Context: an optimization exercise on an open-source flow, tuned for small area. The choices shown serve that exercise and are no tape-out recipe.
The RTL was checked by simulation tests, not by an equivalence proof against the original design.
Power figures rest on the tool's default switching activity, not on a simulated workload. The clock port is modelled as an ideal driver; clocking choices that lean on that would not hold on a real chip.

===== flow/design.v =====
module i2c_reg_ctrl #(
  parameter int         DEPTH         = 128,
  parameter logic [7:0] TRANSMIT_ADDR = 8'h50
) (
  input  logic       CLK,
  input  logic       Reset,
  input  logic       AddrMatch,
  input  logic       RW,
  input  logic       RxValid,
  input  logic [7:0] RxData,
  input  logic       RdReq,
  input  logic       StopDet,
  output logic [7:0] TxData,
  output logic       TxValid,
  output logic       TransmitPulse,
  output logic [7:0] TransmitCmd,
  output logic       Busy,
  output logic [7:0] Pointer
);
  localparam int         AW      = (DEPTH > 1) ? $clog2(DEPTH) : 1;
  localparam logic [8:0] DEPTH_L = 9'(DEPTH);
  typedef enum logic [1:0] {IDLE, WADDR, WDATA, READ} state_t;
  state_t          state;
  logic [7:0]      regs [DEPTH];
  logic            in_range;
  logic [AW-1:0]   idx;
  assign in_range = ({1'b0, Pointer} < DEPTH_L);
  assign idx      = Pointer[AW-1:0];
  assign Busy     = (state != IDLE);
  always_ff @(posedge CLK or negedge Reset) begin
    if (!Reset) begin
      state         <= IDLE;
      Pointer       <= 8'h00;
      TxData        <= 8'h00;
      TxValid       <= 1'b0;
      TransmitPulse <= 1'b0;
      TransmitCmd   <= 8'h00;
      for (int i = 0; i < DEPTH; i++) regs[i] <= 8'h00;
    end else begin
      TxValid       <= 1'b0;
      TransmitPulse <= 1'b0;
      if (AddrMatch) begin
        state <= RW ? READ : WADDR;
      end else begin
        if (RdReq) begin
          TxValid <= 1'b1;
          if (state == READ) begin
            TxData  <= in_range ? regs[idx] : 8'h00;
            Pointer <= Pointer + 8'd1;
          end else begin
            TxData <= 8'hFF;
          end
        end
        if (RxValid) begin
          if (state == WADDR) begin
            Pointer <= RxData;
            state   <= WDATA;
          end else if (state == WDATA) begin
            if (in_range) regs[idx] <= RxData;
            if (Pointer == TRANSMIT_ADDR) begin
              TransmitCmd   <= RxData;
              TransmitPulse <= 1'b1;
            end
            Pointer <= Pointer + 8'd1;
          end
        end
        if (StopDet && state != IDLE) state <= IDLE;
      end
    end
  end
endmodule

===== flow/run.sh =====
#!/bin/bash
# synth_recipe.tcl (not shown) runs the flow's synth.tcl, then flattens the netlist and writes it again
# the make line also repeats each setting of config.mk as NAME=value (left out here)
make -C /OpenROAD-flow-scripts/flow DESIGN_CONFIG=/design/flow/config.mk WORK_HOME=/design/flow/orfs CLKGATE_MAP_FILE= SYNTH_SCRIPT=/design/flow/synth_recipe.tcl finish

===== flow/config.mk =====
export PLATFORM = sky130hd
export DESIGN_NAME = i2c_reg_ctrl
export DESIGN_NICKNAME = i2c_reg_ctrl
export VERILOG_FILES = /design/flow/design.v
export SDC_FILE = /design/flow/constraint.sdc
export NUM_CORES = 4
export LEC_CHECK = 0
export CAP_MARGIN = 20
export CORE_MARGIN = 2
export CORE_UTILIZATION = 40
export SLEW_MARGIN = 20

===== flow/constraint.sdc =====
create_clock -name core_clock -period 10.0 [get_ports {CLK}]
set_input_delay 2.0000 -clock core_clock [delete_from_list [all_inputs] [get_ports {CLK}]]
set_output_delay 2.0000 -clock core_clock [all_outputs]
set_load 0.01 [all_outputs]

==> impl_metrics.tcl, run 1 <==
set metrics [dict create \
    power_density_nw_per_um2 184 \
    grt_pass1_vias 34987 \
    async_reset_ff_share_pct 100 \
    hold_viol 0 \
    synth_top_family_by_area "multiplexers" \
    synth_top_area_share_pct 55.0 \
    synth_cells 3607 \
    rsz0062_at_grt "no" \
    synth_top_cells_by_area "dfrtp_1 55%, mux2_2 24%, a22oi_1 5.3%, nor3_2 2.4%, a22o_1 1.4%" \
    yosysUniqueCellTypes 78 \
    status "timing/DRC/antenna clean" \
    rows 126 \
    core_um2 118000 \
    post-route-period-util_pct 56.5 \
    netlist_top_cells_count "1052 x dfrtp_1, 1015 x mux2_2, 339 x a22oi_1, 150 x nor2_1, 146 x nand2_1" \
    avgSynthCellArea_um2 13.3 \
    synth-simple-area-share_pct 9.05 \
    vias 37074 \
    area_growth_pct 14.9 \
    crit_start "Pointer[1]$_DFFE_PN0N_" \
    min-delay-start "TransmitCmd[6]$_DFFE_PN0P_" \
    initial_utilization_pct 40.4 \
    grtUsageTotal_pct 38.4 \
    met2_length_um 93800 \
    fin_crit_ps 5650 \
    finalWirelength_um 236000 \
    ys_ff_latch 1052 \
    place_congestion 1.08 \
    grt_max_degree 182 \
    die_y_um 350 \
    cellLeakagePower_nw 26.2 \
    skew_ps 39.7 \
    crit_required_ps 10580 \
    hold_class "flop to flop" \
    overflow 0 \
    port-buffer-count 41 \
    syn_area_um2 47900 \
    clk_latency_ps 760 \
    syn_nets 3626 \
    dp.cells 5217 \
    antenna_found_initial 20 \
    fin_cells 5441 \
    grt_pass1_wl_um 317000 \
    synth_fa_ha_area_share_pct 0.105 \
    worstSetupStartpointType "flop" \
    wl_met3_um 33400 \
    synth-compound-area-share_pct 9.42 \
    cts_hold_buf 0 \
    htreeDepth 3 \
    ir_drop_uv 141 \
    floorplan.die_area_um2 122000 \
    yosysTopAreaCell "dfrtp_1" \
    fin_tns_setup_ps 0 \
    viasPerCell 6.81 \
    dr.pass1.iters 8 \
    maxSlewHeadroom_pct 10.1 \
    setup_viol 0 \
    dp_hpwl_um 163000 \
    synth.area.mux_share_pct 24.0 \
    cts_buffer_depth 3 \
    timing.rr.start "Pointer[1]$_DFFE_PN0N_" \
    initialDrtViolationCount 5834 \
    synth_warnings 2 \
    design_area_um2 55000 \
    post-cts-setup-buffer-count 0 \
    drc_errors 0 \
    cts_made_buffers 113 \
    synth_xor_area_share_pct 0.0183 \
    clk_pin_slew_ps 60 \
    yosysSeqAreaShare_pct 55.0 \
    maxCapViolCount 0 \
    final_antenna_net_count 0 \
    crit_type "flop to flop" \
    drive_gt1_share_pct 42.1 \
    top_layer "met5" \
    maxSlewViolCount 0 \
    yosysMostFrequentCell "dfrtp_1" \
    synthFlopType "dfrtp_1" \
    postPlaceCellArea_um2 51000 \
    post_drt_wl_per_cell_um 43.4 \
    crit_arrival_ps 6230 \
    worst_pin_slew_ps 1340 \
    endpoint_kind "flop" \
    clock.fmax_ghz 0.177 \
    die_w_um 350 \
    cts_resized 0 \
    io_pins 42 \
    clock_sinks 1052 \
    cts_root_buf "clkbuf_16" \
    synth_edf_count 0 \
    critPathMaxFanout 25 \
    met1_length_um 88500 \
    fin_nets 3757 \
    cts_tree "built" \
]
## kinds of logic after synthesis
group	Yosys count
flip-flops	1052
multiplexers	1021
AND/OR/NAND/NOR	708
AO/OA/AOI/OAI	587
buffers and inverters	234
adder cells (fa/ha/maj)	4
XOR/XNOR	1
## through the flow
stage / util [%] / hold WS, ps / total power [W] / setup slack, ps
4_1_cts: 46.3 / 478 / 0.0100 / 4810
3_3_place_gp: 43.0 / 457 / 0.00564 / 4270
3_5_place_dp: 43.0 / 463 / 0.00564 / 4200
2_1_floorplan: - / 438 / 0.00508 / 6020
6_report: 46.4 / 473 / 0.0101 / 4350
5_1_grt: 46.4 / 500 / 0.0103 / 4440
## metal layers
| layer | GRT usage [%] | up-vias |
|---|---|---|
| met5 | 0.746 | - |
| met4 | 26.6 | 26 |
| met3 | 17.2 | 784 |
| met2 | 51.8 | 2925 |
| met1 | 48.8 | 19427 |
| li1 | - | 13912 |
## layout by cell type (no fill, tap or decap), drive strengths merged, types with 20 or more instances in the layout
cell | Yosys | layout
nor4 | 35 | 35
inv | 13 | 20
clkinv | 0 | 24
a22o | 74 | 74
clkdlybuf4s50 | 0 | 32
nor3 | 148 | 148
dfrtp | 1052 | 1052
nor2 | 172 | 172
a221oi | 60 | 60
a21oi | 35 | 35
clkbuf | 132 | 166
nand2 | 146 | 146
nand3 | 32 | 32
a22oi | 339 | 339
o21ai | 24 | 24
nand4 | 68 | 68
mux2 | 1015 | 1015
buf | 89 | 204
## power breakdown
| part | internal [W] | switching, W | total (W) |
|---|---|---|---|
| Combinational | 0.000255 | 0.000973 | 0.00123 |
| Sequential | 0.00433 | 0.0000818 | 0.00441 |
| Clock | 0.00258 | 0.00189 | 0.00447 |
| Total | 0.00716 | 0.00295 | 0.0101 |
## final cells by class
| type | instances | area (um^2) |
|---|---|---|
| diodes | 9 | 22.5 |
| clock buffers | 165 | 3350 |
| clock inverters | 44 | 527 |
| fillers | 10664 | 63400 |
| inverters | 13 | 48.8 |
| multi-input cells | 2321 | 20700 |
| flip-flops and latches | 1052 | 26300 |
| well taps | 1600 | 2000 |
| repair buffers | 237 | 1960 |
## final timing paths
kind	end	slack [ps]	cells past startpoint
setup / recovery	TxData[6]$_DFFE_PN0P_	4350	12
hold / removal	TransmitCmd[6]$_DFFE_PN0P_	470	2
max in group asynchronous	regs[23][2]$_DFFE_PN0P_	6420	3
hold reg to reg	TransmitCmd[6]$_DFFE_PN0P_	470	2
min in group asynchronous	regs[112][5]$_DFFE_PN0P_	1320	1
setup reg to reg	TxData[6]$_DFFE_PN0P_	4350	12
## sequential cells by signal, summed over array words and instances (netlist names)
signal	count
TransmitCmd	8
TxData	8
Pointer	8
state	2
regs	1024
TxValid	1
TransmitPulse	1
## worst max-delay path, stage by stage (launching register included)
cell,delay [ps]
dfrtp_1,430
inv_1,110
ha_1,190
buf_4,270
nand2b_2,620
buf_4,560
nor2_1,420
a22oi_1,1010
nand3_1,160
nor4_1,500
nand4_1,300
nor4_1,700
o21ai_1,140
==> run 2, diff against run 1 <==
==> flow/design.v (replaced) <==
module i2c_reg_ctrl (
  input  logic       CLK,
  input  logic       Reset,
  input  logic       AddrMatch,
  input  logic       RW,
  input  logic       RxValid,
  input  logic [7:0] RxData,
  input  logic       RdReq,
  input  logic       StopDet,
  output logic [7:0] TxData,
  output logic       TxValid,
  output logic       TransmitPulse,
  output logic [7:0] TransmitCmd,
  output logic       Busy,
  output logic [7:0] Pointer
);
  localparam logic [1:0] IDLE = 2'd0, WADDR = 2'd1, WDATA = 2'd2, READ = 2'd3;
  logic [1:0]  state;
  logic [7:0]  mem [128];   
  logic [1023:0] mem_q;
  logic [15:0] gvalid;
  always_comb for (int r = 0; r < 128; r++) mem[r] = mem_q[r*8 +: 8];
  logic [3:0]  grp;
  logic [2:0]  pos;
  logic        in_range;
  logic        ev;         
  logic        wr;         
  logic        rd;         
  logic [7:0]  grp_sel;
  logic [15:0] gsel;
  logic [7:0]  psel;
  logic [7:0]  bus [8];    
  logic [7:0]  rdata;
  assign grp      = Pointer[6:3];
  assign pos      = Pointer[2:0];
  assign in_range = ~Pointer[7];
  assign ev       = ~AddrMatch;
  assign wr       = ev & RxValid & (state == WDATA) & in_range;
  assign rd       = ev & RdReq & (state == READ);
  assign Busy     = (state != IDLE);
  always_comb begin
    for (int g = 0; g < 16; g++) gsel[g] = (grp == 4'(g));
    for (int p = 0; p < 8; p++)  psel[p] = (pos == 3'(p));
    for (int p = 0; p < 8; p++)  bus[p]  = RxData & {8{psel[p]}};
  end
  for (genvar g = 0; g < 16; g++) begin : g_grp
    logic gwr;
    assign gwr = wr & gsel[g];
    always_ff @(posedge CLK or negedge Reset) begin
      if (!Reset)   gvalid[g] <= 1'b0;
      else if (gwr) gvalid[g] <= 1'b1;
    end
    for (genvar p = 0; p < 8; p++) begin : g_row
      logic we, keep;
      assign we   = gwr & (psel[p] | ~gvalid[g]);
      assign keep = ~(gwr & psel[p]) & ~(gwr & ~gvalid[g]);
      always_ff @(posedge CLK) mem_q[(g*8+p)*8 +: 8] <= (mem_q[(g*8+p)*8 +: 8] & {8{keep}}) | (bus[p] & {8{we}});
    end
  end
  always_comb begin
    rdata = 8'h00;
    for (int g = 0; g < 16; g++)
      for (int p = 0; p < 8; p++)
        rdata = rdata | (mem[g*8+p] & {8{gsel[g] & gvalid[g] & in_range & psel[p]}});
  end
  assign TransmitCmd = mem[8'h50] & {8{gvalid[8'h50 >> 3]}};
  always_ff @(posedge CLK or negedge Reset) begin
    if (!Reset) begin
      state         <= IDLE;
      Pointer       <= 8'h00;
      TxData        <= 8'h00;
      TxValid       <= 1'b0;
      TransmitPulse <= 1'b0;
    end else begin
      TxValid       <= ev & RdReq;
      TransmitPulse <= ev & RxValid & (state == WDATA) & (Pointer == 8'h50);
      if (ev & RdReq) TxData <= (state == READ) ? rdata : 8'hFF;
      if (ev & RxValid & (state == WADDR))     Pointer <= RxData;
      else if (rd | (ev & RxValid & (state == WDATA))) Pointer <= Pointer + 8'd1;
      if (AddrMatch)                            state <= RW ? READ : WADDR;
      else if (StopDet & (state != IDLE))       state <= IDLE;
      else if (RxValid & (state == WADDR))      state <= WDATA;
    end
  end
endmodule
--- a/flow/config.mk
+++ b/flow/config.mk
@@ -7,5 +7,6 @@
 export LEC_CHECK = 0
 export CAP_MARGIN = 20
 export CORE_MARGIN = 2
-export CORE_UTILIZATION = 40
+export CORE_UTILIZATION = 60
+export CTS_BUF_LIST = sky130_fd_sc_hd__clkbuf_4
 export SLEW_MARGIN = 20
==> impl_metrics.tcl, run 2 <==
set metrics [dict create \
    status "stopped before the end" \
    lastStage "global routing (5_1_grt)" \
    error_line "[ERROR GRT-0116] Global routing finished with congestion. Check the congestion regions in the DRC Viewer." \
    die_y_um 265 \
    syn_nets 4014 \
    rows 95 \
    syn_area_um2 41000 \
    post-cts-setup-buffer-count 0 \
    synthFlopType "dfxtp_1" \
    synth_warnings 3 \
    async_reset_ff_share_pct 3.40 \
    postPlaceCellArea_um2 42700 \
    grtUsageTotal_pct 79.6 \
    yosysSeqAreaShare_pct 52.2 \
    port-buffer-count 41 \
    yosysUniqueCellTypes 75 \
    synth_top_cells_by_area "dfxtp_1 50%, a22o_1 19%, a22oi_1 4.3%, nand2_1 3.4%, a32oi_1 2.5%" \
    cts_resized 0 \
    post-place-ws_ps 4330 \
    dp_hpwl_um 178000 \
    htreeDepth 5 \
    cts_hold_buf 0 \
    die_w_um 265 \
    initial_utilization_pct 60.8 \
    avgSynthCellArea_um2 10.3 \
    grt_max_degree 65 \
    synth_cells 3993 \
    netlist_top_cells_count "1024 x dfxtp_1, 906 x a22o_1, 366 x nand2_1, 237 x nor2_1, 236 x a22oi_1" \
    cts_buffer_depth 4 \
    io_pins 42 \
    ys_ff_latch 1060 \
    grt_pass1_vias 46629 \
    cts_made_buffers 287 \
    clock_sinks 1060 \
    place_congestion 1.45 \
    grt_pass1_wl_um 392000 \
    yosysTopAreaCell "dfxtp_1" \
    yosysMostFrequentCell "dfxtp_1" \
    synth_edf_count 0 \
    dp.cells 4768 \
    synth_top_area_share_pct 50.0 \
    cts_root_buf "clkbuf_4" \
    overflow 38 \
]
## run 2: cell types whose count changed after synthesis, sizes merged, moves of 37 or more
cell     delta
a32oi     +106
mux2     -1011
clkbuf     +87
o2bb2ai    +37
o21ai     +184
nor2       +69
nand3      +39
dfxtp    +1024
dfrtp    -1016
a22oi     -103
a22o      +832
nor3      -131
nand2     +220
a32o       +45
## run 2: per-stage QoR
step	hold WS (ps)	total power (W)
CTS	456	0.00962
detailed placement	442	0.00599
global placement	434	0.00597
floorplan	424	0.00518
## run 2: logic make-up after synthesis
group,synth area share [%]
AND/OR/NAND/NOR,10.8
AO/OA/AOI/OAI,33.4
XOR/XNOR,0.0428
flip-flops,52.2
buffers and inverters,3.22
multiplexers,0.110
adder cells (fa/ha/maj),0.183
## run 2: per-layer routing
metal	GRT overflow	global-route usage, %
met5	0	57.4
met4	17	73.8
met3	1	73.6
met2	17	86.9
met1	3	81.5
## run 2: how the worst min path moves through the flow
stage	from	endpoint	cells past startpoint
detailed placement	mem_q[860]$_DFF_P_	mem_q[860]$_DFF_P_	2
global placement	mem_q[862]$_DFF_P_	mem_q[862]$_DFF_P_	2
floorplan	mem_q[408]$_DFF_P_	mem_q[408]$_DFF_P_	2
CTS	mem_q[860]$_DFF_P_	mem_q[860]$_DFF_P_	2
## run 2: power groups by stage
stage,sequential (W),clock [W],combinational (W)
after floorplan,0.00450,0,0.000678
after CTS,0.00447,0.00372,0.00142
after global placement,0.00456,0,0.00141
after detailed placement,0.00457,0,0.00142
==> run 3, diff against run 2 <==
--- a/flow/config.mk
+++ b/flow/config.mk
@@ -7,6 +7,5 @@
 export LEC_CHECK = 0
 export CAP_MARGIN = 20
 export CORE_MARGIN = 2
-export CORE_UTILIZATION = 60
-export CTS_BUF_LIST = sky130_fd_sc_hd__clkbuf_4
+export CORE_UTILIZATION = 40
 export SLEW_MARGIN = 20
==> impl_metrics.tcl, run 3 <==
set metrics [dict create \
    synthFlopType "dfxtp_1" \
    timing.hold.ws_ps 455 \
    crit_required_ps 10630 \
    cts_root_buf "clkbuf_16" \
    grtUsageTotal_pct 56.8 \
    yosysUniqueCellTypes 75 \
    overflow 0 \
    fin_crit_ps 5900 \
    floorplan.die_area_um2 105000 \
    cts_resized 0 \
    core_um2 102000 \
    vias 44186 \
    clock_sinks 1060 \
    rows 117 \
    crit_type "flop to flop" \
    status "timing/DRC/antenna clean" \
    worst_pin_slew_ps 1390 \
    initial_utilization_pct 40.3 \
    antenna_found_initial 47 \
    viasPerCell 7.95 \
    multi_input_area_um2 18700 \
    clk_latency_ps 780 \
    power_density_nw_per_um2 226 \
    crit_arrival_ps 6530 \
    die_w_um 324 \
    synth_edf_count 0 \
    cts_tree "built" \
    cellLeakagePower_nw 17.7 \
    dr.pass1.iters 8 \
    cts_buffer_depth 3 \
    reg.largest.list "mem_q: 1024 flops, gvalid: 16 flops" \
    post_drt_wl_per_cell_um 55.1 \
    final_cell_mix "1024 x dfxtp_1, 906 x a22o_1, 352 x nand2_1" \
    synth_top_area_share_pct 50.0 \
    layout_commonest_cell "dfxtp_1" \
    maxSlewViolCount 0 \
    htreeDepth 3 \
    nFillCells 9635 \
    yosysSeqAreaShare_pct 52.2 \
    yosysTopAreaCell "dfxtp_1" \
    drc_errors 0 \
    die_y_um 324 \
    largest_register "mem_q" \
    hold_class "flop to flop" \
    finalWirelength_um 307000 \
    dp_hpwl_um 217000 \
    seqCellArea_um2 21400 \
    synth_cells 3993 \
    skew_ps 23.3 \
    syn_nets 4014 \
    cts_hold_buf 0 \
    avgSynthCellArea_um2 10.3 \
    grt_max_degree 93 \
    clock.fmax_ghz 0.169 \
    synth_warnings 3 \
    final_antenna_net_count 0 \
    initialDrtViolationCount 9420 \
    clk_pin_slew_ps 60 \
    drive_gt1_share_pct 12.2 \
    post-route-period-util_pct 59.0 \
    fin_tns_setup_ps 0 \
    syn_area_um2 41000 \
    post-cts-setup-buffer-count 0 \
    port-buffer-count 41 \
    place_congestion 1.19 \
    io_pins 42 \
    area_growth_pct 16.7 \
    ys_ff_latch 1060 \
    yosysMostFrequentCell "dfxtp_1" \
    fin_nets 4072 \
    rsz0062_at_grt "no" \
    setup_viol 0 \
    netlist_top_cells_count "1024 x dfxtp_1, 906 x a22o_1, 366 x nand2_1, 237 x nor2_1, 236 x a22oi_1" \
    utilization_pct 47.0 \
    async_reset_ff_share_pct 3.40 \
    cts_made_buffers 114 \
    grt_pass1_wl_um 390000 \
    maxCapViolCount 0 \
    ir_drop_uv 182 \
    maxSlewHeadroom_pct 6.42 \
    worstSetupStartpointType "flop" \
    hold_viol 0 \
    largest_reg_flops 1024 \
    critPathMaxFanout 18 \
    grt_pass1_vias 37787 \
    endpoint_kind "flop" \
    synth_top_cells_by_area "dfxtp_1 50%, a22o_1 19%, a22oi_1 4.3%, nand2_1 3.4%, a32oi_1 2.5%" \
]
-- run 3: cell counts after synthesis --
No cell type changed its count.
-- run 3: per-layer routing --
metal,GRT usage [%],vias to the layer above,routed length (um),part of all wire [%]
li1,-,15955,-,-
met1,66.7,21743,107000,35
met2,71.8,4977,111000,36
met3,32.4,1473,52600,17
met4,50.5,38,34900,11
met5,4.03,-,766,0.25
-- run 3: final timing paths --
path	start	end	cells past startpoint	slack, ps
worst min-delay path	mem_q[989]$_DFF_P_	mem_q[989]$_DFF_P_	2	450
worst min register to register	mem_q[989]$_DFF_P_	mem_q[989]$_DFF_P_	2	450
min in group asynchronous	Reset	Pointer[0]$_DFFE_PN0P_	2	1500
worst max register to register	Pointer[4]$_DFFE_PN0P_	TxData[3]$_DFFE_PN0P_	9	4100
max in group asynchronous	Reset	Pointer[2]$_DFFE_PN0P_	2	7770
worst max-delay path	Pointer[4]$_DFFE_PN0P_	TxData[3]$_DFFE_PN0P_	9	4100
-- run 3: area by class of cell --
class                   instances  share of cell area, %
clock inverters                49                   1.26
well taps                    1368                   3.58
multi-input cells            2617                   39.1
clock buffers                 163                   6.90
flip-flops and latches       1060                   44.8
diodes                         43                  0.225
repair buffers                235                   3.95
inverters                      23                  0.180
-- run 3: cell families after synthesis --
group                      count (synthesis)  share of synthesized area (%)
AOI/OAI and AO/OA                       1696                           33.4
DFF                                     1060                           52.2
buffers and inverters                    316                           3.22
muxes                                      4                          0.110
xor gates and xnor gates                   2                         0.0428
adders and majority gates                  6                          0.183
and+or+nand+nor                          909                           10.8
-- run 3: through the flow --
step | cell area [um^2] | setup slack [ps] | std cells | power (W)
finish | 47800 | 4100 | 5558 | 0.0108
global route | 47700 | 4640 | 5522 | 0.0108
CTS | 47600 | 4590 | 5505 | 0.0105
detailed placement | 43700 | 4270 | 5293 | 0.00615
global placement | 43700 | 4130 | 5292 | 0.00616
floorplan | 41000 | 6050 | 3993 | 0.00518
-- run 3: power breakdown --
group	internal, W	switching, W
Combinational	0.000348	0.00138
Sequential	0.00435	0.000179
Clock	0.00260	0.00194
-- run 3: critical path, cell delays in order (launching register included) --
cell	delay, ps
dfrtp_2	880
buf_4	510
or4bb_1	710
nor2_1	400
buf_4	310
a22oi_1	580
nand4_1	350
a2111oi_1	1090
o21ai_0	360
o32a_1	500
==> run 4, diff against run 3 <==
--- a/flow/design.v
+++ b/flow/design.v
@@ -57,11 +57,11 @@
       always_ff @(posedge CLK) mem_q[(g*8+p)*8 +: 8] <= (mem_q[(g*8+p)*8 +: 8] & {8{keep}}) | (bus[p] & {8{we}});
     end
   end
+  logic [7:0] gout [16];
   always_comb begin
+    for (int g = 0; g < 16; g++) gout[g] = mem[g*8 + pos];
     rdata = 8'h00;
-    for (int g = 0; g < 16; g++)
-      for (int p = 0; p < 8; p++)
-        rdata = rdata | (mem[g*8+p] & {8{gsel[g] & gvalid[g] & in_range & psel[p]}});
+    for (int g = 0; g < 16; g++) rdata = rdata | (gout[g] & {8{gsel[g] & gvalid[g] & in_range}});
   end
   assign TransmitCmd = mem[8'h50] & {8{gvalid[8'h50 >> 3]}};
   always_ff @(posedge CLK or negedge Reset) begin
==> flow/flow/run.sh (new file) <==
#!/bin/bash
# Standard ORFS layout with two changes:
#  * synthesis maps with an area-oriented ABC script (see synth_area.tcl);
#  * CTS uses clkbuf_8 with larger sink clusters and no dummy loads.
set -euo pipefail
export FLOW_WORK=$(pwd)
export AREA_ABC_SCRIPT=$FLOW_WORK/flow/area.abc
CTS="-sink_clustering_enable -repair_clock_nets -dont_use_dummy_load"
CTS="$CTS -buf_list sky130_fd_sc_hd__clkbuf_16 -sink_clustering_size 30 -sink_clustering_max_diameter 80"
bash standard.sh SYNTH_SCRIPT=$FLOW_WORK/flow/synth_area.tcl synth > synth.log 2>&1
bash standard.sh SYNTH_SCRIPT=$FLOW_WORK/flow/synth_area.tcl "CTS_ARGS=$CTS" finish > layout.log 2>&1
==> flow/flow/area.abc (new file) <==
&get -n
&st
&dch
&nf -R 1000
&put
==> flow/flow/synth_area.tcl (new file) <==
# The standard flow's synthesis script, with only the ABC mapping script replaced by an
# area-oriented one (no delay target, no buffering or sizing in ABC).
# Flip-flop mapping, flattening and renaming are synth_recipe.tcl's own.
proc abc {args} {
  set i [lsearch -exact $args -script]
  if {$i >= 0} {
    set args [lreplace $args [expr {$i + 1}] [expr {$i + 1}] $::env(AREA_ABC_SCRIPT)]
  }
  yosys abc {*}$args
}
source $::env(FLOW_WORK)/synth_recipe.tcl
==> flow/standard.sh (new file) <==
#!/bin/bash
# synth_recipe.tcl (not shown) runs the flow's synth.tcl, then flattens the netlist and writes it again
# the make line also repeats each setting of config.mk as NAME=value (left out here)
make -C /OpenROAD-flow-scripts/flow DESIGN_CONFIG=/design/flow/config.mk WORK_HOME=/design/flow/orfs CLKGATE_MAP_FILE= SYNTH_SCRIPT=/design/flow/synth_recipe.tcl "${@:-finish}"
removed: flow/run.sh
==> impl_metrics.tcl, run 4 <==
set metrics [dict create \
    hold_class "flop to flop" \
    reg.largest.list "mem_q: 1024 flops, gvalid: 16 flops" \
    status "timing/DRC/antenna clean" \
    reg2reg_depth 9 \
    netlist_top_cells_count "1125 x nand2_1, 1086 x o21ai_0, 1024 x dfxtp_1, 242 x a222oi_1, 135 x a22oi_1" \
    yosysUniqueCellTypes 30 \
    worst_pin_slew_ps 1230 \
    place_congestion 0.931 \
    critPathMaxFanout 24 \
    initialDrtViolationCount 7850 \
    nFillCells 9143 \
    timing.rr.start "Pointer[2]$_DFFE_PN0P_" \
    syn_area_um2 37000 \
    synth_edf_count 0 \
    synthFlopType "dfxtp_1" \
    overflow 0 \
    cts_root_buf "clkbuf_16" \
    synth_cells 4089 \
    timing.hold.ws_ps 454 \
    ys_ff_latch 1060 \
    port-buffer-count 41 \
    cellLeakagePower_nw 12.9 \
    htreeDepth 2 \
    yosysTopAreaCell "dfxtp_1" \
    initial_utilization_pct 40.4 \
    core_um2 91700 \
    fin_tns_setup_ps 0 \
    cts_tree "built" \
    crit_required_ps 10480 \
    holdPathStages 2 \
    syn_nets 4110 \
    cts_buffer_depth 3 \
    clock.fmax_ghz 0.198 \
    die_w_um 308 \
    drc_errors 0 \
    avgSynthCellArea_um2 9.06 \
    antenna_found_initial 35 \
    cts_resized 0 \
    dr.pass1.iters 11 \
    post-cts-setup-buffer-count 0 \
    ir_drop_uv 172 \
    largest_register "mem_q" \
    finalWirelength_um 175000 \
    post-route-period-util_pct 50.4 \
    grt_pass1_wl_um 245000 \
    die_y_um 308 \
    power_density_nw_per_um2 217 \
    skew_ps 79.4 \
    r2r_setup_slack_ps 5030 \
    crit_type "primary input to flop" \
    final_antenna_net_count 0 \
    io_pins 42 \
    drive_gt1_share_pct 4.87 \
    postPlaceCellArea_um2 40100 \
    synth_warnings 4 \
    final_cell_mix "1108 x nand2_1, 1072 x o21ai_0, 1024 x dfxtp_1" \
    maxCapViolCount 0 \
    design_area_um2 41400 \
    min_to "mem_q[82]$_DFF_P_" \
    grt_max_degree 101 \
    cts_hold_buf 0 \
    crit_arrival_ps 5520 \
    endpoint_kind "flop" \
    clk_latency_ps 660 \
    area_growth_pct 11.7 \
    cts_made_buffers 46 \
    setup_viol 0 \
    yosysSeqAreaShare_pct 57.8 \
    maxSlewViolCount 0 \
    vias 36574 \
    post_drt_wl_per_cell_um 31.8 \
    synth_top_cells_by_area "dfxtp_1 55%, o21ai_0 15%, nand2_1 11%, a222oi_1 6.5%, a22oi_1 2.7%" \
    maxSlewHeadroom_pct 17.6 \
    floorplan.die_area_um2 95000 \
    rows 111 \
    grt_pass1_vias 31946 \
    viasPerCell 6.66 \
    fin_nets 4315 \
    clk_pin_slew_ps 90 \
    yosysMostFrequentCell "nand2_1" \
    worstSetupStartpointType "primary input" \
    layout_commonest_cell "nand2_1" \
    rsz0062_at_grt "no" \
    min-delay-start "mem_q[82]$_DFF_P_" \
    hold_viol 0 \
    fin_crit_ps 5040 \
    grtUsageTotal_pct 35.8 \
    clock_sinks 1060 \
    dp_hpwl_um 105000 \
    synth_top_area_share_pct 55.4 \
    async_reset_ff_share_pct 3.40 \
    r2r-end "TxData[1]$_DFFE_PN0P_" \
    largest_reg_flops 1024 \
]
run 4: changes by cell type in the layout (fill, tap and decap cells not counted), moves of 52 or more:
cell       change
o21ai_0      +928
a22o_1       -900
nand2_1      +756
a222oi_1     +228
nor2_1       -175
a32oi_1      -115
a22oi_1      -100
a31oi_1       +89
buf_4         -85
a21oi_1       +71
clkbuf_16     -69
nand4_1       -52
run 4: layout make-up:
cell class	count	area, um^2	share of cell area, %
flip-flops and latches	1060	21400	51.7
diodes	16	40.0	0.0968
multi-input cells	3018	15900	38.3
inverters	11	41.3	0.0998
clock buffers	46	1150	2.78
well taps	1186	1480	3.59
repair buffers	157	1400	3.39
run 4: where the power goes:
group          total, W  leakage [nW]  internal (W)  switching, W
Sequential      0.00458          8.67       0.00442      0.000164
Combinational   0.00221          3.70      0.000344       0.00186
Clock           0.00218         0.567      0.000829       0.00136
Total           0.00898          12.9       0.00559       0.00338
run 4: worst max path at each step:
stage                                 startpoint                  to  slack (ps)  cells after the start
after floorplan           Pointer[0]$_DFFE_PN0P_  mem_q[976]$_DFF_P_        2780                      6
after global placement                 AddrMatch  mem_q[650]$_DFF_P_        4470                      8
after detailed placement               AddrMatch  mem_q[395]$_DFF_P_        4360                      8
after CTS                              AddrMatch  mem_q[437]$_DFF_P_        5010                      8
after global routing                   AddrMatch  mem_q[743]$_DFF_P_        4900                      8
final                                  AddrMatch  mem_q[740]$_DFF_P_        4960                      8
run 4: cell families (layout without fill, tap and decap cells):
kind of cell,count (synthesis),in the layout,share of synthesized area (%)
buffers and inverters,11,214,0.111
other,0,16,0
AOI/OAI and AO/OA,1679,1679,27.4
xor gates and xnor gates,5,5,0.118
and+or+nand+nor,1328,1328,14.4
DFF,1060,1060,57.8
adders and majority gates,6,6,0.203
run 4: layer usage:
| layer | global-route usage, % | share of wire [%] | up-vias |
|---|---|---|---|
| met4 | 18.3 | 6.0 | 12 |
| met1 | 49.5 | 39 | 17759 |
| met5 | 0 | 0.049 | - |
| met3 | 9.69 | 15 | 499 |
| met2 | 50.9 | 41 | 2707 |
| li1 | - | - | 15597 |
run 4: stage by stage:
stage	cells	utilization [%]	worst slack [ps]	power, W
finish	5494	45.1	4960	0.00898
global route	5480	45.1	4900	0.00909
CTS	5476	45.0	5010	0.00881
detailed placement	5430	43.7	4360	0.00672
global placement	5426	43.6	4470	0.00671
floorplan	4089	-	2780	0.00536
run 4: critical path, cell delays in order:
cell	delay [ps]
clkdlybuf4s50_1	550
nor3_2	220
buf_4	490
nand2b_1	300
nor3_1	880
o21ai_0	720
nand2_1	200
o21ai_0	100
==> run 5, diff against run 4 <==
==> flow/flow/run.sh (replaced) <==
#!/bin/bash
# Standard ORFS layout with two changes:
#  * synthesis maps with an area-oriented ABC script (see synth_area.tcl);
#  * CTS uses clkbuf_16 with larger sink clusters and no dummy loads;
#  * ports are buffered with buf_1.
set -euo pipefail
export FLOW_WORK=$(pwd)
export AREA_ABC_SCRIPT=$FLOW_WORK/flow/area.abc
CTS="-sink_clustering_enable -repair_clock_nets -dont_use_dummy_load"
CTS="$CTS -buf_list sky130_fd_sc_hd__clkbuf_16 -sink_clustering_size 24 -sink_clustering_max_diameter 70"
bash standard.sh SYNTH_SCRIPT=$FLOW_WORK/flow/synth_area.tcl synth > synth.log 2>&1
bash standard.sh SYNTH_SCRIPT=$FLOW_WORK/flow/synth_area.tcl "CTS_ARGS=$CTS" "BUFFER_PORTS_ARGS=-buffer_cell sky130_fd_sc_hd__buf_1" finish > layout.log 2>&1
==> impl_metrics.tcl, run 5 <==
set metrics [dict create \
    layout_commonest_cell "nand2_1" \
    drc_errors 0 \
    overflow 0 \
    initialDrtViolationCount 7371 \
    status "timing/DRC/antenna clean" \
    rows 111 \
    synth_warnings 4 \
    post_drt_wl_per_cell_um 31.7 \
    floorplan.die_area_um2 95000 \
    synthFlopType "dfxtp_1" \
    top_layer "met5" \
    hold_viol 0 \
    yosysSeqAreaShare_pct 57.8 \
    clk_pin_slew_ps 100 \
    place_congestion 0.953 \
    cts_root_buf "clkbuf_16" \
    post-place-ws_ps 4820 \
    finalWirelength_um 174000 \
    initial_utilization_pct 40.4 \
    nFillCells 9082 \
    vias 36396 \
    viasPerCell 6.62 \
    yosysTopAreaCell "dfxtp_1" \
    async_reset_ff_share_pct 3.40 \
    utilization_pct 45.1 \
    power_density_nw_per_um2 220 \
    port-buffer-count 41 \
    synth_cells 4089 \
    timing.rr.start "Pointer[2]$_DFFE_PN0P_" \
    antenna_found_initial 24 \
    slowest_delay_ps 780 \
    yosysUniqueCellTypes 30 \
    post-cts-setup-buffer-count 0 \
    fin_nets 4325 \
    crit_path_end "TxData[1]$_DFFE_PN0P_" \
    dp_hpwl_um 105000 \
    ir_drop_uv 166 \
    endpoint_kind "flop" \
    synth_top_area_share_pct 55.4 \
    largest_reg_flops 1024 \
    clock.fmax_ghz 0.204 \
    cts_made_buffers 54 \
    area_growth_pct 11.7 \
    cts_tree "built" \
    final_antenna_net_count 0 \
    skew_ps 51.4 \
    cp_top_family "simple AND/OR/NAND/NOR gates" \
    grtUsageTotal_pct 35.6 \
    fin_tns_setup_ps 0 \
    clk_latency_ps 670 \
    grt_pass1_wl_um 245000 \
    drive_gt1_share_pct 5.04 \
    critical_path_buf_inv_count 2 \
    maxCapViolCount 0 \
    grt_max_degree 114 \
    die_y_um 308 \
    largest_register "mem_q" \
    dr.pass1.iters 10 \
    syn_area_um2 37000 \
    crit_required_ps 10500 \
    path_cells "clkinv_1, ha_4, buf_12, a222oi_1, a31oi_1, nor4_1, o21ai_0, nor4_1, a21oi_1" \
    htreeDepth 2 \
    avgSynthCellArea_um2 9.06 \
    maxSlewHeadroom_pct 20.2 \
    hold_class "flop to flop" \
    rsz0062_at_grt "no" \
    synth_edf_count 0 \
    die_w_um 308 \
    core_um2 91700 \
    met2_length_um 72500 \
    path_common_cell "nor4_1" \
    ys_ff_latch 1060 \
    io_pins 42 \
    syn_nets 4110 \
    post-route-period-util_pct 49.1 \
    final.setup.worst_slack_ps 5090 \
    reg.largest.list "mem_q: 1024 flops, gvalid: 16 flops" \
    cts_buffer_depth 3 \
    multi_input_area_um2 15800 \
    final_cell_mix "1111 x nand2_1, 1075 x o21ai_0, 1024 x dfxtp_1" \
    crit_arrival_ps 5410 \
    cellLeakagePower_nw 13.0 \
    maxSlewViolCount 0 \
    wl_met3_um 23800 \
    netlist_top_cells_count "1125 x nand2_1, 1086 x o21ai_0, 1024 x dfxtp_1, 242 x a222oi_1, 135 x a22oi_1" \
    cts_hold_buf 0 \
    crit_start "Pointer[2]$_DFFE_PN0P_" \
    fin_crit_ps 4910 \
    cp_slowest_cell "dfrtp_1" \
    reg2reg_depth 9 \
    crit_cells 9 \
    critPathMaxFanout 77 \
    synth_top_cells_by_area "dfxtp_1 55%, o21ai_0 15%, nand2_1 11%, a222oi_1 6.5%, a22oi_1 2.7%" \
    worstSetupStartpointType "flop" \
    worst_pin_slew_ps 1190 \
    setup_viol 0 \
    r2r_setup_slack_ps 5090 \
    grt_pass1_vias 32397 \
    met1_length_um 67400 \
    clock_sinks 1060 \
    seqCellArea_um2 21400 \
    cts_resized 0 \
    r2r-end "TxData[1]$_DFFE_PN0P_" \
    crit_type "flop to flop" \
    yosysMostFrequentCell "nand2_1" \
]
run 5: cell counts after synthesis:
No cell type changed its count.
run 5: how the worst min path moves through the flow:
stage / from / slack (ps) / endpoint / cells past startpoint
final: mem_q[461]$_DFF_P_ / 450 / mem_q[461]$_DFF_P_ / 2
after global routing: mem_q[0]$_DFF_P_ / 480 / mem_q[0]$_DFF_P_ / 2
after CTS: mem_q[461]$_DFF_P_ / 460 / mem_q[461]$_DFF_P_ / 2
after detailed placement: mem_q[0]$_DFF_P_ / 440 / mem_q[0]$_DFF_P_ / 2
after global placement: mem_q[7]$_DFF_P_ / 430 / mem_q[7]$_DFF_P_ / 2
after floorplan: mem_q[0]$_DFF_P_ / 420 / mem_q[0]$_DFF_P_ / 2
run 5: cell families (layout without fill, tap and decap cells):
logic type | count (synthesis) | in the layout | synth area share (%)
xor gates and xnor gates | 5 | 5 | 0.118
and+or+nand+nor | 1328 | 1328 | 14.4
adders and majority gates | 6 | 6 | 0.203
DFF | 1060 | 1060 | 57.8
AOI/OAI and AO/OA | 1679 | 1679 | 27.4
buffers and inverters | 11 | 224 | 0.111
other | 0 | 12 | 0
run 5: layout make-up:
class | instances | area share [%]
antenna | 12 | 0.0726
inverter | 11 | 0.0998
multi-input combinational | 3018 | 38.3
clock buffer | 54 | 3.27
sequential | 1060 | 51.7
tap | 1186 | 3.59
timing repair buffer | 159 | 2.99
run 5: worst min-delay path: cells and delay by family, from the launching register on:
kind	cells	cell delay (ps)
DFF	1	320
AOI/OAI and AO/OA	1	50
and+or+nand+nor	1	40
run 5: report_power, final:
group	internal, W	total [W]	switching [W]	leakage (nW)
combinational	0.000319	0.00215	0.00183	3.62
sequential	0.00442	0.00459	0.000173	8.67
clock	0.000962	0.00236	0.00139	0.666
run 5: per-stage QoR:
stage	instance area (um^2)	power, W	hold slack (ps)	instances
2_1_floorplan	37000	0.00536	420	4089
3_3_place_gp	39800	0.00667	428	5426
3_5_place_dp	39900	0.00669	437	5433
4_1_cts	41300	0.00894	456	5487
5_1_grt	41400	0.00921	475	5491
6_report	41400	0.00910	453	5500
run 5: metal layers:
metal	up-vias	global-route usage (%)
met1	17716	48.1
met4	8	19.5
met2	2590	51.3
met5	-	0
met3	464	9.93
li1	15618	-
==> run 6, diff against run 5 <==
==> flow/config.mk (replaced) <==
export PLATFORM = sky130hd
export DESIGN_NAME = i2c_reg_ctrl
export DESIGN_NICKNAME = i2c_reg_ctrl
export VERILOG_FILES = /design/flow/design.v
export SDC_FILE = /design/flow/constraint.sdc
export NUM_CORES = 4
export LEC_CHECK = 0
export CAP_MARGIN = 5
export CORE_MARGIN = 2
export CORE_UTILIZATION = 50
export SLEW_MARGIN = 5
==> impl_metrics.tcl, run 6 <==
set metrics [dict create \
    p_sw_w 0.00345 \
    async_reset_ff_share_pct 3.40 \
    netlist_top_cells_count "1125 x nand2_1, 1086 x o21ai_0, 1024 x dfxtp_1, 242 x a222oi_1, 135 x a22oi_1" \
    r2r_setup_slack_ps 4820 \
    grt_pass1_wl_um 245000 \
    cellLeakagePower_nw 12.9 \
    cts_made_buffers 55 \
    fin_nets 4330 \
    crit_arrival_ps 5720 \
    path_cells "clkinv_1, ha_4, buf_4, a222oi_1, a31oi_1, nor4_1, o21ai_0, nor4_1, a21oi_1" \
    yosysSeqAreaShare_pct 57.8 \
    hold_viol 0 \
    maxSlewHeadroom_pct 22.1 \
    slowest_delay_ps 810 \
    status "timing/DRC/antenna clean" \
    dp_hpwl_um 105000 \
    rows 99 \
    worst_pin_slew_ps 1170 \
    syn_nets 4110 \
    cts_buffer_depth 3 \
    largest_reg_flops 1024 \
    ys_ff_latch 1060 \
    avgSynthCellArea_um2 9.06 \
    nFillCells 7016 \
    crit_type "flop to flop" \
    post-cts-setup-buffer-count 0 \
    grt_pass1_vias 32293 \
    power.share.clock_pct 25.9 \
    initialDrtViolationCount 7266 \
    final_cell_mix "1125 x nand2_1, 1084 x o21ai_0, 1024 x dfxtp_1" \
    dp.cells 5211 \
    yosysMostFrequentCell "nand2_1" \
    initial_utilization_pct 50.7 \
    antenna_found_initial 36 \
    clock.fmax_ghz 0.193 \
    viasPerCell 6.92 \
    comb_power_share_pct 24.0 \
    power.share.sequential_pct 50.0 \
    maxSlewViolCount 0 \
    syn_area_um2 37000 \
    largest_register "mem_q" \
    drc_errors 0 \
    rsz0062_at_grt "no" \
    synth_edf_count 0 \
    vias 36651 \
    floorplan.die_area_um2 76300 \
    place_congestion 0.937 \
    finalWirelength_um 175000 \
    endpoint_kind "flop" \
    clk_pin_slew_ps 100 \
    io_pins 42 \
    critPathMaxFanout 51 \
    htreeDepth 2 \
    area_growth_pct 10.7 \
    netSwitchingFraction_pct 37.6 \
    path_common_cell "nor4_1" \
    reg.largest.list "mem_q: 1024 flops, gvalid: 16 flops" \
    fin_cells 5296 \
    clock_sinks 1060 \
    die_w_um 276 \
    ir_drop_uv 240 \
    maxCapViolCount 0 \
    dr.pass1.iters 10 \
    clk_latency_ps 690 \
    synth_top_cells_by_area "dfxtp_1 55%, o21ai_0 15%, nand2_1 11%, a222oi_1 6.5%, a22oi_1 2.7%" \
    grtUsageTotal_pct 44.3 \
    final_antenna_net_count 0 \
    internal_power_w 0.00572 \
    yosysTopAreaCell "dfxtp_1" \
    cts_resized 0 \
    cts_root_buf "clkbuf_16" \
    cp_slowest_cell "dfrtp_1" \
    hold_class "flop to flop" \
    layout_commonest_cell "nand2_1" \
    core_um2 73100 \
    fin_crit_ps 5180 \
    worstSetupStartpointType "flop" \
    synth_warnings 4 \
    drive_gt1_share_pct 4.83 \
    fin_tns_setup_ps 0 \
    synth_cells 4089 \
    post_drt_wl_per_cell_um 33.1 \
    post-route-period-util_pct 51.8 \
    overflow 0 \
    cts_tree "built" \
    skew_ps 60.2 \
    cts_hold_buf 0 \
    critical_path_buf_inv_count 2 \
    die_y_um 276 \
    yosysUniqueCellTypes 30 \
    synth_top_area_share_pct 55.4 \
    synthFlopType "dfxtp_1" \
    grt_max_degree 108 \
    crit_required_ps 10540 \
    setup_viol 0 \
    port-buffer-count 41 \
    power_density_nw_per_um2 224 \
    cp_top_family "compound AO/OA/AOI/OAI gates" \
]
[run 6: cell counts after synthesis]
No cell type changed its count.
[run 6: area by class of cell]
cell class	count	area, um^2	share of cell area (%)
diodes	30	75.1	0.183
clock buffers	55	1380	3.36
inverters	11	41.3	0.101
multi-input cells	3018	15800	38.4
flip-flops and latches	1060	21400	52.2
well taps	959	1200	2.93
repair buffers	163	1160	2.83
[run 6: worst paths after layout]
kind / from / to / depth (start not counted)
worst min register to register: mem_q[473]$_DFF_P_ / mem_q[473]$_DFF_P_ / 2
worst max-delay path: Pointer[2]$_DFFE_PN0P_ / TxData[1]$_DFFE_PN0P_ / 9
worst min-delay path: mem_q[473]$_DFF_P_ / mem_q[473]$_DFF_P_ / 2
min in group asynchronous: Reset / gvalid[7]$_DFFE_PN0P_ / 1
max in group asynchronous: Reset / gvalid[11]$_DFFE_PN0P_ / 2
worst max register to register: Pointer[2]$_DFFE_PN0P_ / TxData[1]$_DFFE_PN0P_ / 9
[run 6: logic make-up after synthesis]
family / after synthesis / share of synthesized area (%)
buffers and inverters: 11 / 0.111
AND/OR/NAND/NOR: 1328 / 14.4
adder cells (fa/ha/maj): 6 / 0.203
XOR/XNOR: 5 / 0.118
flip-flops: 1060 / 57.8
AO/OA/AOI/OAI: 1679 / 27.4
[run 6: power by group through the flow]
stage	sequential, W	clock [W]	combinational, W
3_3_place_gp	0.00467	0	0.00203
3_5_place_dp	0.00467	0	0.00204
6_report	0.00459	0.00238	0.00220
5_1_grt	0.00460	0.00251	0.00214
2_1_floorplan	0.00462	0	0.000738
4_1_cts	0.00458	0.00236	0.00204
[run 6: layer usage]
| metal | GRT usage (%) | routed length [um] | up-vias |
|---|---|---|---|
| li1 | - | - | 15657 |
| met1 | 59.7 | 66200 | 17620 |
| met2 | 61.7 | 70700 | 2753 |
| met3 | 14.3 | 26000 | 607 |
| met4 | 27.0 | 12400 | 14 |
| met5 | 0 | 129 | - |
[run 6: per-stage QoR]
| step | area (um^2) | hold slack, ps | power, W | util (%) | worst slack [ps] |
|---|---|---|---|---|---|
| after detailed placement | 39600 | 437 | 0.00671 | 54.1 | 4930 |
| after global placement | 39600 | 428 | 0.00670 | 54.1 | 4980 |
| after global routing | 40900 | 477 | 0.00925 | 56.0 | 4760 |
| final | 41000 | 455 | 0.00917 | 56.1 | 4820 |
| after floorplan | 37000 | 420 | 0.00536 | - | 2780 |
| after CTS | 40900 | 458 | 0.00898 | 56.0 | 5270 |
[run 6: worst reg2reg max path, delay by kind of cell (launching register included)]
kind,cells,cell delay [ps]
fa+ha+maj,1,460
compound gates,4,1520
simple gates,2,1450
flops,1,810
buf+inv,2,840
==> run 7, diff against run 6 <==
--- a/flow/flow/run.sh
+++ b/flow/flow/run.sh
@@ -7,6 +7,6 @@
 export FLOW_WORK=$(pwd)
 export AREA_ABC_SCRIPT=$FLOW_WORK/flow/area.abc
 CTS="-sink_clustering_enable -repair_clock_nets -dont_use_dummy_load"
-CTS="$CTS -buf_list sky130_fd_sc_hd__clkbuf_16 -sink_clustering_size 24 -sink_clustering_max_diameter 70"
+CTS="$CTS -buf_list sky130_fd_sc_hd__clkbuf_16 -sink_clustering_size 30 -sink_clustering_max_diameter 80"
 bash standard.sh SYNTH_SCRIPT=$FLOW_WORK/flow/synth_area.tcl synth > synth.log 2>&1
 bash standard.sh SYNTH_SCRIPT=$FLOW_WORK/flow/synth_area.tcl "CTS_ARGS=$CTS" "BUFFER_PORTS_ARGS=-buffer_cell sky130_fd_sc_hd__buf_1" finish > layout.log 2>&1
--- a/flow/config.mk
+++ b/flow/config.mk
@@ -5,7 +5,7 @@
 export SDC_FILE = /design/flow/constraint.sdc
 export NUM_CORES = 4
 export LEC_CHECK = 0
-export CAP_MARGIN = 5
+export CAP_MARGIN = 10
 export CORE_MARGIN = 2
-export CORE_UTILIZATION = 50
-export SLEW_MARGIN = 5
+export CORE_UTILIZATION = 58
+export SLEW_MARGIN = 10
==> impl_metrics.tcl, run 7 <==
set metrics [dict create \
    endpoint_kind "flop" \
    cp_top_family "simple AND/OR/NAND/NOR gates" \
    htreeDepth 2 \
    synth_edf_count 0 \
    vias 36693 \
    yosysMostFrequentCell "nand2_1" \
    syn_nets 4110 \
    power_density_nw_per_um2 220 \
    fin_crit_ps 5150 \
    cellLeakagePower_nw 12.8 \
    antenna_found_initial 21 \
    finalWirelength_um 168000 \
    critPathMaxFanout 96 \
    synth_cells 4089 \
    cts_buffer_depth 3 \
    dp_hpwl_um 98400 \
    path_cells "clkinv_1, ha_4, buf_12, a222oi_1, a31oi_1, nor4_1, nand2_1, nor4_1, a31oi_1" \
    syn_area_um2 37000 \
    cts_root_buf "clkbuf_16" \
    cts_made_buffers 45 \
    place_congestion 0.932 \
    post-route-period-util_pct 51.5 \
    grt_pass1_vias 32436 \
    crit_arrival_ps 5630 \
    skew_ps 45.3 \
    yosysTopAreaCell "dfxtp_1" \
    die_y_um 257 \
    initial_utilization_pct 58.7 \
    cts_hold_buf 0 \
    setup_viol 0 \
    die_w_um 257 \
    viasPerCell 7.13 \
    status "timing/DRC/antenna clean" \
    ir_drop_uv 172 \
    floorplan.die_area_um2 65900 \
    clk_pin_slew_ps 90 \
    crit_type "flop to flop" \
    final_cell_mix "1115 x nand2_1, 1077 x o21ai_0, 1024 x dfxtp_1" \
    synth_warnings 4 \
    largest_register "mem_q" \
    overflow 0 \
    grt_pass1_wl_um 235000 \
    fin_nets 4307 \
    final_antenna_net_count 0 \
    critical_path_buf_inv_count 2 \
    maxSlewViolCount 0 \
    dr.pass1.iters 10 \
    initialDrtViolationCount 7300 \
    synth_top_cells_by_area "dfxtp_1 55%, o21ai_0 15%, nand2_1 11%, a222oi_1 6.5%, a22oi_1 2.7%" \
    clock.fmax_ghz 0.194 \
    yosysUniqueCellTypes 30 \
    synth_top_area_share_pct 55.4 \
    netlist_top_cells_count "1125 x nand2_1, 1086 x o21ai_0, 1024 x dfxtp_1, 242 x a222oi_1, 135 x a22oi_1" \
    slowest_delay_ps 910 \
    reg.largest.list "mem_q: 1024 flops, gvalid: 16 flops" \
    hold_viol 0 \
    port-buffer-count 41 \
    rows 92 \
    core_um2 63100 \
    layout_commonest_cell "nand2_1" \
    post-cts-setup-buffer-count 0 \
    largest_reg_flops 1024 \
    avgSynthCellArea_um2 9.06 \
    worstSetupStartpointType "flop" \
    hold_class "flop to flop" \
    async_reset_ff_share_pct 3.40 \
    maxSlewHeadroom_pct 7.49 \
    cp_slowest_cell "nor4_1" \
    post_drt_wl_per_cell_um 32.6 \
    drc_errors 0 \
    ys_ff_latch 1060 \
    worst_pin_slew_ps 1380 \
    grt_max_degree 102 \
    finalPower_w 0.00890 \
    grtUsageTotal_pct 49.2 \
    area_growth_pct 9.41 \
    yosysSeqAreaShare_pct 57.8 \
    drive_gt1_share_pct 4.55 \
    clock_sinks 1060 \
    nFillCells 5773 \
    cts_tree "built" \
    fin_tns_setup_ps 0 \
    clk_latency_ps 660 \
    maxCapViolCount 0 \
    rsz0062_at_grt "no" \
    crit_required_ps 10480 \
    io_pins 42 \
    synthFlopType "dfxtp_1" \
    cts_resized 0 \
    utilization_pct 64.2 \
]
[run 7: routing by layer]
layer | GRT usage, % | share of wire, % | vias up
li1 | - | - | 15594
met1 | 66.1 | 36 | 17383
met2 | 67.8 | 40 | 3003
met3 | 15.7 | 16 | 709
met4 | 32.1 | 8.0 | 4
met5 | 0 | 0.014 | -
[run 7: final timing paths]
check / slack, ps / depth (start not counted) / endpoint / startpoint
setup reg to reg: 4850 / 9 / TxData[4]$_DFFE_PN0P_ / Pointer[2]$_DFFE_PN0P_
hold reg to reg: 460 / 2 / mem_q[469]$_DFF_P_ / mem_q[469]$_DFF_P_
setup / recovery: 4850 / 9 / TxData[4]$_DFFE_PN0P_ / Pointer[2]$_DFFE_PN0P_
max in group asynchronous: 7840 / 2 / Pointer[4]$_DFFE_PN0P_ / Reset
hold / removal: 460 / 2 / mem_q[469]$_DFF_P_ / mem_q[469]$_DFF_P_
min in group asynchronous: 1550 / 2 / gvalid[5]$_DFFE_PN0P_ / Reset
[run 7: cell families (layout without fill, tap and decap cells)]
group	after synthesis	count (layout)	synth area share [%]
AO/OA/AOI/OAI	1679	1679	27.4
AND/OR/NAND/NOR	1328	1328	14.4
flip-flops	1060	1060	57.8
buffers and inverters	11	206	0.111
adder cells (fa/ha/maj)	6	6	0.203
XOR/XNOR	5	5	0.118
other	0	19	0
[run 7: layout make-up]
cell class | instances | area, um^2 | share of cell area, %
Sequential cell | 1060 | 21400 | 52.8
Multi-Input combinational cell | 3018 | 15800 | 39.0
Clock buffer | 45 | 1130 | 2.78
Timing Repair Buffer | 150 | 1060 | 2.61
Tap cell | 846 | 1060 | 2.61
Antenna cell | 19 | 47.5 | 0.117
Inverter | 11 | 41.3 | 0.102
[run 7: worst reg2reg max path, cell delays in order (launching register included)]
cell      delay, ps
dfrtp_1         810
clkinv_1        440
ha_4            400
buf_12          330
a222oi_1        460
a31oi_1         300
nor4_1          890
nand2_1         270
nor4_1          910
a31oi_1         210
[run 7: metrics by stage]
stage	std cells	hold WS [ps]	cell area [um^2]	setup WS [ps]
floorplan	4089	420	37000	2780
global placement	5083	428	39300	4650
detailed placement	5084	437	39300	4540
CTS	5129	458	40400	5070
global route	5130	480	40500	4810
finish	5149	458	40500	4850
[run 7: report_power, final]
| part | total, W | internal [W] | leakage [nW] | switching (W) |
|---|---|---|---|---|
| Clock | 0.00215 | 0.000812 | 0.555 | 0.00134 |
| Combinational | 0.00215 | 0.000314 | 3.53 | 0.00184 |
| Sequential | 0.00459 | 0.00442 | 8.67 | 0.000171 |
| Total | 0.00890 | 0.00555 | 12.8 | 0.00335 |
==> run 8, diff against run 7 <==
--- a/flow/flow/run.sh
+++ b/flow/flow/run.sh
@@ -1,5 +1,5 @@
 #!/bin/bash
-# Standard ORFS layout with two changes:
+# Standard ORFS layout with these changes:
 #  * synthesis maps with an area-oriented ABC script (see synth_area.tcl);
 #  * CTS uses clkbuf_16 with larger sink clusters and no dummy loads;
 #  * ports are buffered with buf_1.
==> impl_metrics.tcl, run 8 <==
set metrics [dict create \
    maxSlewViolCount 0 \
    grt_max_degree 102 \
    hold_class "flop to flop" \
    layout_commonest_cell "nand2_1" \
    yosysUniqueCellTypes 30 \
    clock.fmax_ghz 0.194 \
    maxCapViolCount 0 \
    internal_power_w 0.00555 \
    timing.rr.start "Pointer[2]$_DFFE_PN0P_" \
    synth_top_cells_by_area "dfxtp_1 55%, o21ai_0 15%, nand2_1 11%, a222oi_1 6.5%, a22oi_1 2.7%" \
    drc_errors 0 \
    viasPerCell 7.13 \
    endpoint_kind "flop" \
    drive_gt1_share_pct 4.55 \
    cts_hold_buf 0 \
    die_w_um 257 \
    r2r_setup_slack_ps 4850 \
    crit_required_ps 10480 \
    io_pins 42 \
    post-cts-setup-buffer-count 0 \
    netSwitchingFraction_pct 37.6 \
    final_antenna_net_count 0 \
    htreeDepth 2 \
    clk_pin_slew_ps 90 \
    rsz0062_at_grt "no" \
    avgSynthCellArea_um2 9.06 \
    maxSlewHeadroom_pct 7.49 \
    netlist_top_cells_count "1125 x nand2_1, 1086 x o21ai_0, 1024 x dfxtp_1, 242 x a222oi_1, 135 x a22oi_1" \
    post_drt_wl_per_cell_um 32.6 \
    cts_buffer_depth 3 \
    core_um2 63100 \
    grt_pass1_wl_um 235000 \
    cts_made_buffers 45 \
    power.share.sequential_pct 51.6 \
    finalWirelength_um 168000 \
    yosysSeqAreaShare_pct 57.8 \
    crit_arrival_ps 5630 \
    die_y_um 257 \
    fin_crit_ps 5150 \
    cts_resized 0 \
    synth_top_area_share_pct 55.4 \
    syn_area_um2 37000 \
    dr.pass1.iters 10 \
    area_growth_pct 9.41 \
    reg2reg_depth 9 \
    largest_register "mem_q" \
    ys_ff_latch 1060 \
    fin_nets 4307 \
    synth_edf_count 0 \
    min-delay-start "mem_q[469]$_DFF_P_" \
    final_cell_mix "1115 x nand2_1, 1077 x o21ai_0, 1024 x dfxtp_1" \
    critPathMaxFanout 96 \
    worstSetupStartpointType "flop" \
    place_congestion 0.932 \
    power.share.clock_pct 24.2 \
    grt_pass1_vias 32436 \
    cellLeakagePower_nw 12.8 \
    synthFlopType "dfxtp_1" \
    crit_type "flop to flop" \
    overflow 0 \
    dp.cells 5084 \
    skew_ps 45.3 \
    clk_latency_ps 660 \
    post-route-period-util_pct 51.5 \
    comb_power_share_pct 24.2 \
    power_density_nw_per_um2 220 \
    ir_drop_uv 172 \
    grtUsageTotal_pct 49.2 \
    min_to "mem_q[469]$_DFF_P_" \
    p_sw_w 0.00335 \
    status "timing/DRC/antenna clean" \
    dp_hpwl_um 98400 \
    timing.hold.ws_ps 458 \
    holdPathStages 2 \
    synth_warnings 4 \
    clock_sinks 1060 \
    largest_reg_flops 1024 \
    yosysTopAreaCell "dfxtp_1" \
    initialDrtViolationCount 7300 \
    async_reset_ff_share_pct 3.40 \
    vias 36693 \
    antenna_found_initial 21 \
    reg.largest.list "mem_q: 1024 flops, gvalid: 16 flops" \
    syn_nets 4110 \
    setup_viol 0 \
    worst_pin_slew_ps 1380 \
    fin_cells 5149 \
    rows 92 \
    hold_viol 0 \
    synth_cells 4089 \
    cts_root_buf "clkbuf_16" \
    r2r-end "TxData[4]$_DFFE_PN0P_" \
    fin_tns_setup_ps 0 \
    cts_tree "built" \
    initial_utilization_pct 58.7 \
    floorplan.die_area_um2 65900 \
    yosysMostFrequentCell "nand2_1" \
    port-buffer-count 41 \
]
## run 8: cell counts in the layout (fill, tap and decap cells not counted)
Identical to the previous run, type by type.
## run 8: area by class of cell
type,count,area (um^2)
diodes,19,47.5
inverters,11,41.3
fillers,5773,22600
repair buffers,150,1060
multi-input cells,3018,15800
clock buffers,45,1130
flip-flops and latches,1060,21400
well taps,846,1060
## run 8: how the worst max path moves through the flow
stage | to | slack (ps) | start
floorplan | mem_q[976]$_DFF_P_ | 2780 | Pointer[0]$_DFFE_PN0P_
global route | TxData[4]$_DFFE_PN0P_ | 4810 | Pointer[2]$_DFFE_PN0P_
global placement | mem_q[590]$_DFF_P_ | 4650 | AddrMatch
detailed placement | mem_q[618]$_DFF_P_ | 4540 | AddrMatch
finish | TxData[4]$_DFFE_PN0P_ | 4850 | Pointer[2]$_DFFE_PN0P_
CTS | TxData[4]$_DFFE_PN0P_ | 5070 | Pointer[2]$_DFFE_PN0P_
## run 8: per-stage QoR
step	setup WS (ps)	cell area, um^2	total power, W	utilization [%]
after global placement	4650	39300	0.00664	62.3
after floorplan	2780	37000	0.00536	-
after CTS	5070	40400	0.00869	64.1
after detailed placement	4540	39300	0.00665	62.3
final	4850	40500	0.00890	64.2
after global routing	4810	40500	0.00895	64.2
## run 8: power by group through the flow
stage	clock network, W	registers (W)	logic (W)
2_1_floorplan	0	0.00462	0.000738
3_3_place_gp	0	0.00467	0.00197
3_5_place_dp	0	0.00468	0.00198
4_1_cts	0.00213	0.00458	0.00198
5_1_grt	0.00227	0.00461	0.00208
6_report	0.00215	0.00459	0.00215
## run 8: routing by layer
layer  routed length (um)  track usage, %  part of all wire (%)  vias up
li1                     -               -                     -    15594
met1                60000            66.1                    36    17383
met2                66900            67.8                    40     3003
met3                27400            15.7                    16      709
met4                13400            32.1                   8.0        4
met5                   23               0                 0.014        -
## run 8: critical path, cell delays in order (launching register included)
cell and delay [ps]:
dfrtp_1 810, clkinv_1 430, ha_4 400, buf_12 320
a222oi_1 350, a31oi_1 300, nor4_1 890, nand2_1 270
nor4_1 910, a31oi_1 200
## run 8: kinds of logic (layout without fill, tap and decap cells)
group	count (synthesis)	after routing	synth area share, %
AOI/OAI and AO/OA	1679	1679	27.4
xor gates and xnor gates	5	5	0.118
adders and majority gates	6	6	0.203
buffers and inverters	11	206	0.111
DFF	1060	1060	57.8
other	0	19	0
and+or+nand+nor	1328	1328	14.4
==> run 9, diff against run 8 <==
==> flow/flow/area.abc (replaced) <==
&get -n
&st
&dch -x
&nf -R 1000
&put
==> flow/config.mk (replaced) <==
export PLATFORM = sky130hd
export DESIGN_NAME = i2c_reg_ctrl
export DESIGN_NICKNAME = i2c_reg_ctrl
export VERILOG_FILES = /design/flow/design.v
export SDC_FILE = /design/flow/constraint.sdc
export NUM_CORES = 4
export LEC_CHECK = 0
export CAP_MARGIN = 20
export CORE_MARGIN = 2
export CORE_UTILIZATION = 66
export SLEW_MARGIN = 20
==> impl_metrics.tcl, run 9 <==
set metrics [dict create \
    status "finished with violations" \
    so_faults "antenna violations" \
    cts_buffer_depth 3 \
    post-place-ws_ps 4520 \
    rsz0062_at_grt "no" \
    dp.cells 4944 \
    maxCapViolCount 0 \
    synthFlopType "dfxtp_1" \
    maxSlewHeadroom_pct 16.7 \
    design_area_um2 40200 \
    initial_utilization_pct 66.9 \
    min-delay-start "mem_q[492]$_DFF_P_" \
    post_drt_wl_per_cell_um 31.6 \
    nFillCells 4563 \
    ir_drop_uv 215 \
    r2r-end "TxData[0]$_DFFE_PN0P_" \
    dp_hpwl_um 89300 \
    overflow 0 \
    cts_made_buffers 42 \
    hold_viol 0 \
    holdPathStages 2 \
    min_to "mem_q[492]$_DFF_P_" \
    io_pins 42 \
    maxSlewViolCount 0 \
    worst_pin_slew_ps 1250 \
    grt_pass1_wl_um 225000 \
    rows 86 \
    slowest_delay_ps 960 \
    synth_edf_count 0 \
    grt_pass1_vias 32239 \
    avgSynthCellArea_um2 9.07 \
    largest_reg_flops 1024 \
    area_growth_pct 8.63 \
    vias 37258 \
    skew_ps 59.9 \
    netlist_top_cells_count "1108 x nand2_1, 1039 x o21ai_0, 1024 x dfxtp_1, 242 x a222oi_1" \
    syn_area_um2 37000 \
    floorplan.die_area_um2 58000 \
    hold_class "flop to flop" \
    power_density_nw_per_um2 218 \
    path_common_cell "a31oi_1" \
    crit_arrival_ps 5390 \
    syn_nets 4101 \
    fin_cells 5045 \
    endpoint_kind "flop" \
    path_cells "clkinv_1, ha_4, buf_4, a222oi_1, a31oi_1, nor4_1, nand2_1, nor4_2, a31oi_1" \
    cts_tree "built" \
    post-cts-setup-buffer-count 0 \
    post-route-period-util_pct 48.8 \
    largest_register "mem_q" \
    final_cell_mix "1078 x nand2_1, 1039 x o21ai_0, 1024 x dfxtp_1" \
    dr.pass1.iters 11 \
    viasPerCell 7.39 \
    worstSetupStartpointType "flop" \
    yosysUniqueCellTypes 32 \
    cellLeakagePower_nw 12.7 \
    drc_errors 0 \
    crit_type "flop to flop" \
    cts_root_buf "clkbuf_16" \
    crit_required_ps 10510 \
    fin_tns_setup_ps 0 \
    ys_ff_latch 1060 \
    layout_commonest_cell "nand2_1" \
    yosysSeqAreaShare_pct 57.8 \
    synth-compound-area-share_pct 27.5 \
    antenna_found_initial 32 \
    synth_cells 4080 \
    grt_max_degree 120 \
    synth_xor_area_share_pct 0.118 \
    grtUsageTotal_pct 53.8 \
    die_w_um 241 \
    synth_top_family_by_area "compound AO/OA/AOI/OAI gates" \
    multi_input_area_um2 15900 \
    synth_warnings 4 \
    clock_sinks 1060 \
    cts_hold_buf 0 \
    clk_pin_slew_ps 110 \
    cts_resized 0 \
    yosysTopAreaCell "dfxtp_1" \
    place_congestion 0.959 \
    final.setup.worst_slack_ps 5120 \
    reg2reg_depth 9 \
    reg.largest.list "mem_q: 1024 flops, gvalid: 16 flops" \
    cp_slowest_cell "nor4_1" \
    die_y_um 241 \
    setup_viol 0 \
    fin_nets 4261 \
    final_antenna_net_count 1 \
    synth_fa_ha_area_share_pct 0.203 \
    async_reset_ff_share_pct 3.40 \
    seqCellArea_um2 21400 \
    postPlaceCellArea_um2 38900 \
    initialDrtViolationCount 7985 \
    core_um2 55300 \
    fin_crit_ps 4880 \
    synth_top_cells_by_area "dfxtp_1 55%, o21ai_0 14%, nand2_1 11%, a222oi_1 6.5%, a22oi_1 2.7%" \
    synth-simple-area-share_pct 14.3 \
    clock.fmax_ghz 0.205 \
    yosysMostFrequentCell "nand2_1" \
    finalWirelength_um 159000 \
    synth.area.mux_share_pct 0 \
    synth_top_area_share_pct 55.4 \
    drive_gt1_share_pct 4.11 \
    timing.rr.start "Pointer[2]$_DFFE_PN0P_" \
    port-buffer-count 41 \
    htreeDepth 2 \
    critPathMaxFanout 52 \
    clk_latency_ps 660 \
    r2r_setup_slack_ps 5120 \
]
run 9: cell count changes after synthesis, moves of 3 or more:
cell,delta
clkinv_1,-6
a21oi_1,+44
nand3_1,-6
nor2b_1,-3
nand2_1,-17
nor2_1,+17
nor3_1,-5
o21ai_0,-47
nand2b_1,+6
run 9: critical path: cells and delay by family, from the launching register on:
family                   cells  cell delay [ps]
AO/OA/AOI/OAI                3              910
adder cells (fa/ha/maj)      1              460
buffers and inverters        2              660
flip-flops                   1              790
AND/OR/NAND/NOR              3             1860
run 9: power by group:
group | switching [W] | internal [W] | total [W]
Combinational | 0.00180 | 0.000296 | 0.00210
Sequential | 0.000164 | 0.00443 | 0.00459
Clock | 0.00131 | 0.000762 | 0.00207
run 9: how the worst max path moves through the flow:
stage / start / to / depth (start not counted)
5_1_grt: AddrMatch / mem_q[946]$_DFF_P_ / 10
2_1_floorplan: Pointer[0]$_DFFE_PN0P_ / mem_q[976]$_DFF_P_ / 5
6_report: Pointer[2]$_DFFE_PN0P_ / TxData[0]$_DFFE_PN0P_ / 9
3_5_place_dp: AddrMatch / mem_q[38]$_DFF_P_ / 10
4_1_cts: AddrMatch / mem_q[38]$_DFF_P_ / 10
3_3_place_gp: AddrMatch / mem_q[122]$_DFF_P_ / 10
run 9: metal layers:
layer  global-route usage (%)  routed length [um]
met3                     23.1               28000
met4                     42.3               14300
met5                        0                  90
met1                     68.3               54200
met2                     71.3               62900
run 9: kinds of logic (layout without fill, tap and decap cells):
family	after synthesis	after routing
AO/OA/AOI/OAI	1680	1680
XOR/XNOR	5	5
adder cells (fa/ha/maj)	6	6
buffers and inverters	5	163
flip-flops	1060	1060
other	0	59
AND/OR/NAND/NOR	1324	1324
run 9: stage by stage:
stage	hold slack, ps	power, W	util [%]
6_report	461	0.00876	72.7
5_1_grt	480	0.00877	72.5
4_1_cts	460	0.00849	72.3
3_5_place_dp	437	0.00655	70.4
3_3_place_gp	428	0.00653	70.4
2_1_floorplan	420	0.00537	-
run 9: area by class of cell:
class                   count  area share (%)
flip-flops and latches   1060            53.2
repair buffers            116            1.97
well taps                 748            2.33
inverters                   5          0.0467
diodes                     59           0.367
clock buffers              42            2.61
multi-input cells        3015            39.4
